Background: an optimization exercise with open tools, aiming at small area, a short achievable clock period and few clock cycles per item. Do not read the settings as production practice.
Where RTL was checked, it was by simulation tests only, not by an equivalence proof against the original.
Power figures rest on the tool's default switching activity, not on a simulated workload.

Setup of 12-01:
// ifft8_seq
module ifft8_seq #(
  parameter int unsigned W  = 12,
  parameter int unsigned IW = 16
) (
  input  logic                clk,
  input  logic                rst,
  input  logic                in_valid,
  output logic                in_ready,
  input  logic signed [W-1:0] in_re,
  input  logic signed [W-1:0] in_im,
  output logic                out_valid,
  input  logic                out_ready,
  output logic signed [W-1:0] out_re,
  output logic signed [W-1:0] out_im,
  output logic                out_last,
  output logic                busy
);
  localparam int unsigned SW = W + 1;    
  localparam int unsigned UW = W + 3;    
  localparam int unsigned AW = IW;       
  logic signed [W-1:0]  r_ir_re, r_ir_im;
  logic                 r_ir_v;
  logic [2:0]           r_in_cnt;    
  logic [2:0]           r_ld_cnt;    
  logic signed [SW-1:0] r_sr [4];
  logic signed [SW-1:0] r_si [4];
  logic signed [SW-1:0] r_dr [4];
  logic signed [SW-1:0] r_di [4];
  logic w_in_fire;
  logic r_idle;        
  logic r_outph;       
  assign w_in_fire = in_valid & r_idle;
  always_ff @(posedge clk) begin
    r_ir_re <= in_re;
    r_ir_im <= in_im;
  end
  logic signed [SW-1:0] w_ir_re_x, w_ir_im_x;
  assign w_ir_re_x = SW'(r_ir_re);
  assign w_ir_im_x = SW'(r_ir_im);
  always_ff @(posedge clk) begin
    if (r_ir_v) begin
      for (int i = 0; i < 3; i++) begin
        r_sr[i] <= r_sr[i+1];
        r_si[i] <= r_si[i+1];
        r_dr[i] <= r_dr[i+1];
        r_di[i] <= r_di[i+1];
      end
      r_sr[3] <= (r_sr[0] & {SW{r_ld_cnt[2]}}) + w_ir_re_x;
      r_si[3] <= (r_si[0] & {SW{r_ld_cnt[2]}}) + w_ir_im_x;
      r_dr[3] <= r_sr[0] - w_ir_re_x;
  ...
export LEC_CHECK = 0
export CAP_MARGIN = 20
export CORE_MARGIN = 2
export CORE_UTILIZATION = 40
export CTS_BUF_LIST = sky130_fd_sc_hd__clkbuf_16
export CTS_CLUSTER_DIAMETER = 200
export CTS_CLUSTER_SIZE = 24
export SLEW_MARGIN = 20
create_clock -name core_clock -period 22.0 [get_ports {clk}]
standard.sh (not shown) runs the stock make flow with config.mk's settings and CLKGATE_MAP_FILE= SYNTH_SCRIPT=/design/flow/synth_recipe.tcl, a recipe that flattens the netlist after the stock synthesis.
==> flow/flow/run.sh <==
#!/bin/bash
# The standard layout (standard.sh) with two changes passed to ORFS:
# buf_2 cells as the port buffers instead of the default pick, and a setup
# margin for the repair steps. ORFS writes its per-step logs under orfs/logs;
# the make output goes to standard.log here.
export BUFFER_PORTS_ARGS="-buffer_cell sky130_fd_sc_hd__buf_2"
export SETUP_SLACK_MARGIN=16
bash standard.sh > standard.log 2>&1
12-01: PASS, flow complete, no timing, DRC or antenna violations
Testbench counts of 12-01, summed over its fixed seeds: cycles 7,680, frames 384.
Inputs modified between 12-01 and 01-12:
diff --git a/flow/design.v b/flow/design.v
--- a/flow/design.v
+++ b/flow/design.v
@@ -89,19 +89,18 @@
     endcase
     w_y = add4(d1r ^ {UW{n1r}}, d1i ^ {UW{n1i}}, d3r ^ {UW{n3r}}, d3i ^ {UW{n3i}},
                1'b1, ~w_y_v, ~w_y_v);
   end
   function automatic logic signed [UW-1:0] tw10(input logic signed [UW-1:0] y);
     logic signed [UW+6:0] e;
     logic signed [UW+6:0] p;
-    logic signed [UW+6:0] b;
     e = (UW+7)'(y);
-    b = {{(UW){1'b0}}, y[UW-1], y[UW-1], 1'b0, y[UW-1], y[UW-1], 1'b0, y[UW-1]};   
     p = (e <<< 6) + (e <<< 4) + (e <<< 3) + e + (e >>> 1) + (e >>> 4) + (e >>> 5)
-      + (e >>> 8) + (e >>> 9) + (UW+7)'(12) + b;
+      + (e >>> 8) + (e >>> 9) + (UW+7)'(12)
+      + $signed((UW+7)'({y[UW-1], y[UW-1], 1'b0, y[UW-1], y[UW-1], 1'b0, y[UW-1]}));   
     tw10 = p[UW+6:7];
   endfunction
   always_ff @(posedge clk) begin
     if (w_y_load) begin
       r_y <= w_y;
     end
     if (w_tr_load) begin
@@ -119,30 +118,35 @@
   assign s2r = AW'(r_sr[2]);  assign s2i = AW'(r_si[2]);
   assign s3r = AW'(r_sr[3]);  assign s3i = AW'(r_si[3]);
   assign d0r = AW'(r_dr[0]);  assign d0i = AW'(r_di[0]);
   assign d2r = AW'(r_dr[2]);  assign d2i = AW'(r_di[2]);
   assign tr  = AW'(r_tr);     assign ti  = AW'(r_ti);
   logic signed [AW-1:0] w_ra, w_rb, w_rc, w_rd, w_ia, w_ib, w_ic, w_id;
   logic [8:0]           r_ctl;
-  logic [2:0]           r_ctl_i;     
+  logic [2:0]           r_ctl_in;    
   logic                 c_od, c_sn, c_sw, c_nrb, c_nrc, c_nrd, c_nib, c_nic, c_nid;
   logic                 ci_od, ci_sn, ci_sw;
   assign {c_od, c_sn, c_sw, c_nrb, c_nrc, c_nrd, c_nib, c_nic, c_nid} = r_ctl;
-  assign {ci_od, ci_sn, ci_sw} = r_ctl_i;
+  assign {ci_od, ci_sn, ci_sw} = ~r_ctl_in;
   function automatic logic [8:0] ctl_of(input logic [2:0] k);
     case (k)
       3'd0: ctl_of = 9'b010_000_000;
       3'd2: ctl_of = 9'b001_110_011;
       3'd4: ctl_of = 9'b010_101_101;
       3'd6: ctl_of = 9'b001_011_110;
       3'd1: ctl_of = 9'b100_100_000;
       3'd3: ctl_of = 9'b100_000_100;
       3'd5: ctl_of = 9'b100_110_010;
       default: ctl_of = 9'b100_010_110;
     endcase
+  endfunction
+  function automatic logic [2:0] ctli_of(input logic [2:0] k);
+    logic [8:0] c;
+    c = ctl_of(k);
+    ctli_of = ~c[8:6];
   endfunction
   always_comb begin
     w_ra = c_od ? d0r : s0r;
     w_ia = ci_od ? d0i : s0i;
     w_rb = ({AW{c_od}} & d2i) | ({AW{c_sn}} & s1r) | ({AW{c_sw}} & s1i);
     w_ib = ({AW{ci_od}} & d2r) | ({AW{ci_sn}} & s1i) | ({AW{ci_sw}} & s1r);
     w_rc = c_od ? tr : s2r;
@@ -163,34 +167,23 @@
   endfunction
   assign w_y_v     = r_pre ? r_pre_cnt[1] : r_k[0];
   assign w_y_neg   = ~r_pre & ~r_k[1];
   assign w_y_load  = (r_pre & (r_pre_cnt != 2'd0)) | (w_step & (r_k < 3'd6));
   assign w_tr_load = (r_pre & r_pre_cnt[1]) | (w_step & r_k[0] & (r_k != 3'd7));
   assign w_ti_load = w_step & ~r_k[0];
   always_ff @(posedge clk) begin
-    if (w_in_fire & (r_in_cnt == 3'd7)) begin
-      r_ctl_i <= 3'b010;
-    end else if (w_step) begin
-      r_ctl_i <= ctl3_of(r_k + 3'd1);
-    end
-  end
-  function automatic logic [2:0] ctl3_of(input logic [2:0] k);
-    logic [8:0] c;
-    c = ctl_of(k);
-    ctl3_of = c[8:6];
-  endfunction
-  always_ff @(posedge clk) begin
     if (rst) begin
       r_ir_v    <= 1'b0;
       r_in_cnt  <= 3'd0;
       r_ld_cnt  <= 3'd0;
       r_pre     <= 1'b0;
       r_pre_cnt <= 2'd0;
       r_k       <= 3'd0;
       r_ctl     <= ctl_of(3'd0);
+      r_ctl_in  <= ctli_of(3'd0);
       r_k_done  <= 1'b0;
       in_ready  <= 1'b1;
       r_idle    <= 1'b1;
       r_outph   <= 1'b0;
       busy      <= 1'b0;
       out_valid <= 1'b0;
       out_last  <= 1'b0;
@@ -205,14 +198,16 @@
           in_ready  <= 1'b0;
           r_idle    <= 1'b0;
           busy      <= 1'b1;
           r_pre     <= 1'b1;
           r_pre_cnt <= 2'd0;
           r_k       <= 3'd0;
           r_ctl     <= ctl_of(3'd0);
+          r_ctl_in  <= ctli_of(3'd0);
+      r_ctl_in  <= ctli_of(3'd0);
           r_k_done  <= 1'b0;
         end
       end
       if (r_pre) begin
         r_pre_cnt <= r_pre_cnt + 2'd1;
         if (r_pre_cnt[1]) begin
           r_pre   <= 1'b0;
@@ -222,14 +217,15 @@
       if (w_step) begin
         out_valid <= 1'b1;
         out_last  <= (r_k == 3'd7);
         out_re    <= scale_sat(w_xr);
         out_im    <= scale_sat(w_xi);
         r_k       <= r_k + 3'd1;
         r_ctl     <= ctl_of(r_k + 3'd1);
+        r_ctl_in  <= ctli_of(r_k + 3'd1);
         if (r_k == 3'd7) begin
           r_k_done <= 1'b1;
         end
       end else if (out_valid & out_ready) begin
         out_valid <= 1'b0;
       end
       if (out_valid & out_ready & out_last) begin
Results
- All of 12-01 and 01-12 finish clean.
- Of 12-01 and 01-12, 01-12 shows the higher final standard cell count with taps included and fillers excluded, with 12-01 below it.
- Summary of 01-12 over 12-01: critical-path maximum fanout has increased, share of the final layout cell area in multi-input gates has increased, layout-stage area growth over the synthesis result has remained practically unchanged, xor/xnor share of the synthesized area has increased, number of detailed-route iterations in the first pass has increased.
- Comparing 12-01 and 01-12, combinational power is lower on 01-12.
The RTL of 01-12 was laid out without a check of its function.

==> what the ideal ports hide <==
In the flow no input, the clock included, has a driving cell. The finished layouts below were timed again as built, in two steps.
Step 1 (the two cells are an assumption about what drives the block):
set clk [get_ports {clk}]
set_driving_cell -lib_cell sky130_fd_sc_hd__clkbuf_16 $clk
set_driving_cell -lib_cell sky130_fd_sc_hd__buf_2 [delete_from_list [all_inputs] $clk]
Step 2 times the ports against the registers' clock, not the clock port: input delays grow and output delays shrink by t, the midpoint of the rising clock arrivals with the driver on.
a / b / c = ideal / step 1 / step 2; a / b = the first two.
run | t (ns) | setup WS [ns] | hold slack, ns | worst register clock-pin slew, ns | worst data-port slew with drivers (ns)
12-01 | 0.583 | 16.446 / 16.392 / 16.116 | 0.443 / 0.443 / 0.443 | 0.11 / 0.11 | 0.03
01-12 | 0.582 | 16.370 / 16.370 / 15.949 | 0.449 / 0.449 / 0.449 | 0.11 / 0.11 | 0.05
After both steps every run listed still meets setup and hold. The setup slack of 01-12, which loses most, moves by 0.000 ns with the drivers and by -0.421 ns with both steps.
